What follows belongs to an exercise in optimizing a design on an open flow for small area; a production flow would make more cautious choices.
The RTL was checked by simulation tests, not by an equivalence proof against the original design.
Power is estimated from default activity; no workload was simulated.

==> flow/design.v <==
module write_back_regfile #(
   parameter int NREG  = 15,
   parameter int CNT_W = 20
) (
   input  logic        clk_i,
   input  logic        rst_n_i,
   input  logic        valid_i,
   input  logic [3:0]  icode_i,
   input  logic [2:0]  stat_i,
   input  logic        dmem_error_i,
   input  logic [63:0] valE_i,
   input  logic [63:0] valM_i,
   input  logic [3:0]  dstE_i,
   input  logic [3:0]  dstM_i,
   input  logic [3:0]  srcA_i,
   input  logic [3:0]  srcB_i,
   output logic [63:0] valA_o,
   output logic [63:0] valB_o,
   output logic [2:0]  stat_o,
   output logic        halted_o,
   output logic [63:0] retired_o
);
   logic [63:0]      regs_n_q [NREG];   
   logic [NREG-1:0]  wr_q;           
   logic [2:0]       stat_q;
   logic [CNT_W-1:0] retired_q;
   logic halted, aok, retire, fault;
   logic [NREG-1:0] weE, weM, we, rdA, rdB;
   logic unused_icode;
   assign unused_icode = ^icode_i;
   assign halted = (stat_q != 3'd1);
   assign aok    = !dmem_error_i && (stat_i == 3'd1);
   assign retire = valid_i && !halted && aok;
   assign fault  = valid_i && !halted && !aok;
   for (genvar r = 0; r < NREG; r++) begin : g_sel
      assign weM[r] = retire && (dstM_i == 4'(r));
      assign weE[r] = retire && (dstE_i == 4'(r)) && (dstM_i != 4'(r));
      assign we[r]  = weM[r] || weE[r];
      assign rdA[r] = wr_q[r] && (srcA_i == 4'(r));
      assign rdB[r] = wr_q[r] && (srcB_i == 4'(r));
   end
   for (genvar r = 0; r < NREG; r++) begin : g_reg
      always_ff @(posedge clk_i) begin
         regs_n_q[r] <= ~(({64{!we[r]}} & ~regs_n_q[r]) |
                          ({64{weE[r]}} & valE_i) |
                          ({64{weM[r]}} & valM_i));
      end
   end
   always_ff @(posedge clk_i or negedge rst_n_i) begin
      if (!rst_n_i) begin
         wr_q      <= '0;
         stat_q    <= 3'd1;
         retired_q <= '0;
      end else begin
         wr_q <= wr_q | we;
         if (retire) retired_q <= retired_q + 1'b1;
         if (fault) begin
            if (dmem_error_i) stat_q <= 3'd3;
            else if (stat_i == 3'd2 || stat_i == 3'd3) stat_q <= stat_i;
            else stat_q <= 3'd4;
         end
      end
   end
   always_comb begin
      valA_o = '0;
      valB_o = '0;
      for (int r = 0; r < NREG; r++) begin
         valA_o = valA_o | ({64{rdA[r]}} & ~regs_n_q[r]);
         valB_o = valB_o | ({64{rdB[r]}} & ~regs_n_q[r]);
      end
   end
   assign stat_o    = stat_q;
   assign halted_o  = halted;
   assign retired_o = {{(64-CNT_W){1'b0}}, retired_q};
endmodule
export LEC_CHECK = 0
export CAP_MARGIN = 20
export CORE_MARGIN = 2
export CORE_UTILIZATION = 55
export SLEW_MARGIN = 20
create_clock -name core_clock -period 8.0 [get_ports {clk_i}]
standard.sh (not shown) runs the stock make flow with config.mk's settings and CLKGATE_MAP_FILE= SYNTH_SCRIPT=/design/flow/synth_recipe.tcl, a recipe that flattens the netlist after the stock synthesis.
==> flow/flow/run.sh <==
#!/bin/bash
# Own layout flow: the standard ORFS flow with
#  - ABC mapping the combinational logic for area (flow/area.abc),
#  - buf_1 port buffers,
#  - a clock tree of larger sink clusters without dummy loads.
set -euo pipefail
W=$PWD
F=$W/flow
mkdir -p $W/own
# ORFS synth.tcl with only the abc call changed to use area.abc.
sed 's|^  log_cmd abc {\*}\$abc_args$|  log_cmd abc -script $::env(OWN_ABC_SCRIPT) {*}[lrange $abc_args 2 end]|' \
  $FLOW_HOME/scripts/synth.tcl > $W/own/synth.tcl
grep -q 'OWN_ABC_SCRIPT' $W/own/synth.tcl
export OWN_SYNTH_TCL=$W/own/synth.tcl
export OWN_ABC_SCRIPT=$F/area.abc
sed "s|SYNTH_SCRIPT=[^ ]*|SYNTH_SCRIPT=$F/synth_wrap.tcl|" standard.sh > $W/own/standard.sh
grep -q "SYNTH_SCRIPT=$F/synth_wrap.tcl" $W/own/standard.sh
export BUFFER_PORTS_ARGS="-buffer_cell sky130_fd_sc_hd__buf_1"
export CTS_ARGS="-sink_clustering_enable -repair_clock_nets -dont_use_dummy_load -sink_clustering_size 25 -sink_clustering_max_diameter 70 -buf_list {sky130_fd_sc_hd__clkbuf_8 sky130_fd_sc_hd__clkbuf_16}"
bash $W/own/standard.sh > $W/make_finish.log 2>&1
==> flow/flow/area.abc <==
strash
dch -p
map -a
==> flow/flow/synth_wrap.tcl <==
# synth_recipe.tcl with an area-only ABC mapping: the same ORFS synthesis
# (fsm and share skipped, flattened, function nets renamed), but ABC maps the
# combinational logic with area.abc instead of the speed script.
proc synth {args} { yosys synth -nofsm -noshare {*}$args }
source $::env(OWN_SYNTH_TCL)
# left out here: clear keep_hierarchy, flatten, clean up, hide names made inside functions, write 1_2_yosys.v
The starting point finished with timing, DRC and antenna clean.
Then changed:
==> flow/run.sh (new file) <==
#!/bin/bash
# synth_recipe.tcl (not shown) runs the flow's synth.tcl, then flattens the netlist and writes it again
# the make line also repeats each setting of config.mk as NAME=value (left out here)
make -C /OpenROAD-flow-scripts/flow DESIGN_CONFIG=/design/flow/config.mk WORK_HOME=/design/flow/orfs CLKGATE_MAP_FILE= SYNTH_SCRIPT=/design/flow/synth_recipe.tcl finish
CAP_MARGIN = 0   (was 20)
CTS_BUF_LIST = sky130_fd_sc_hd__clkbuf_4 sky130_fd_sc_hd__clkbuf_8   (was default)
SLEW_MARGIN = 0   (was 20)
removed: flow/flow/run.sh
removed: flow/flow/area.abc
removed: flow/flow/synth_wrap.tcl
removed: flow/standard.sh
=>
- utilization goes up by 1.9 points
- clock skew goes down by 27 ps
- cell area goes up by 11%
- power goes up by 29%
- hold slack is better by 30 ps
- synthesized area goes up by 7.9%
Then changed:
CAP_MARGIN = 20   (was 0)
CORE_UTILIZATION = 40   (was 55)
CTS_BUF_LIST = default   (was sky130_fd_sc_hd__clkbuf_4 sky130_fd_sc_hd__clkbuf_8)
SLEW_MARGIN = 20   (was 0)
The changed run ran to the end with no violations; non-clock buffer count came out lower by 3; total power came out higher by 2.6%; via count came out lower by 1.4%; setup slack got worse by 420 ps; core utilization came out lower by 17 points; wire length came out higher by 3.6%; combinational power came out higher by about 1%; fmax came out lower by 5.4%.
Then changed:
==> flow/flow/run.sh (new file) <==
#!/bin/bash
# Standard layout with smaller port buffers and a clock tree without dummy loads.
set -euo pipefail
export BUFFER_PORTS_ARGS="-buffer_cell sky130_fd_sc_hd__buf_1"
export CTS_ARGS="-sink_clustering_enable -repair_clock_nets -dont_use_dummy_load -buf_list {sky130_fd_sc_hd__clkbuf_4 sky130_fd_sc_hd__clkbuf_8}"
bash standard.sh > make_finish.log 2>&1
==> flow/standard.sh (new file) <==
#!/bin/bash
# synth_recipe.tcl (not shown) runs the flow's synth.tcl, then flattens the netlist and writes it again
# the make line also repeats each setting of config.mk as NAME=value (left out here)
make -C /OpenROAD-flow-scripts/flow DESIGN_CONFIG=/design/flow/config.mk WORK_HOME=/design/flow/orfs CLKGATE_MAP_FILE= SYNTH_SCRIPT=/design/flow/synth_recipe.tcl "${@:-finish}"
CAP_MARGIN = 0   (was 20)
CORE_UTILIZATION = 55   (was 40)
CTS_BUF_LIST = sky130_fd_sc_hd__clkbuf_4 sky130_fd_sc_hd__clkbuf_8   (was default)
SLEW_MARGIN = 0   (was 20)
removed: flow/run.sh
Effect: Critical path depth is unchanged; utilization grows by 13 points; final cell count came out lower by 7.0%; die area drops by about 27%; non-clock buffer count drops by 17; total power goes down by 15%; register-to-register slack gets worse by 40 ps.
Then changed:
==> flow/flow/run.sh (replaced) <==
#!/bin/bash
# Standard layout with smaller port buffers and a clock tree without dummy loads.
set -euo pipefail
export BUFFER_PORTS_ARGS="-buffer_cell sky130_fd_sc_hd__buf_1"
export REMOVE_ABC_BUFFERS=1
export CTS_ARGS="-sink_clustering_enable -repair_clock_nets -dont_use_dummy_load -sink_clustering_size 25 -sink_clustering_max_diameter 70 -buf_list {sky130_fd_sc_hd__clkbuf_8 sky130_fd_sc_hd__clkbuf_16}"
bash standard.sh > make_finish.log 2>&1
CTS_BUF_LIST = default   (was sky130_fd_sc_hd__clkbuf_4 sky130_fd_sc_hd__clkbuf_8)
GPL_TIMING_DRIVEN = 0   (was default)
Wire length stays flat.
Total power drops by 9.3%.
Die area stays the same.
Setup slack barely changes.
Synthesized area does not change.
Cell area climbs by 6.9%.

port drivers added, routing unchanged:
How much do the figures lean on ideal ports? The routed layouts below were timed once more, with nothing changed but the port constraints. Step 1 sets driving cells, clkbuf_16 on the clock port and buf_2 on the other inputs (assumed; they add their load-dependent delay and slew). Step 2 also shifts input and output timing later by t, the mid clock arrival at the registers, as if the neighbouring blocks saw the same clock. a / b / c = ideal ports / drivers / drivers and shift; a / b = the first two.
run	shift t [ns]	setup WS [ns]	worst hold slack (ns)	worst setup path after step 2
the first run	0.739	1.470 / 1.399 / 1.399	0.455 / 0.455 / 0.455	input to output
the second run	0.935	0.755 / 0.604 / 0.604	0.486 / 0.486 / 0.486	input to output
the third run	0.801	0.338 / 0.201 / 0.201	0.479 / 0.479 / 0.479	input to output
the fourth run	0.922	1.204 / 1.074 / 1.074	0.486 / 0.486 / 0.486	input to output
the fifth run	0.766	1.202 / 1.176 / 1.176	0.474 / 0.474 / 0.474	input to output
After both steps every run listed still meets setup and hold. The setup slack of the second run, which loses most, moves by -0.151 ns with the drivers and by -0.151 ns with both steps.
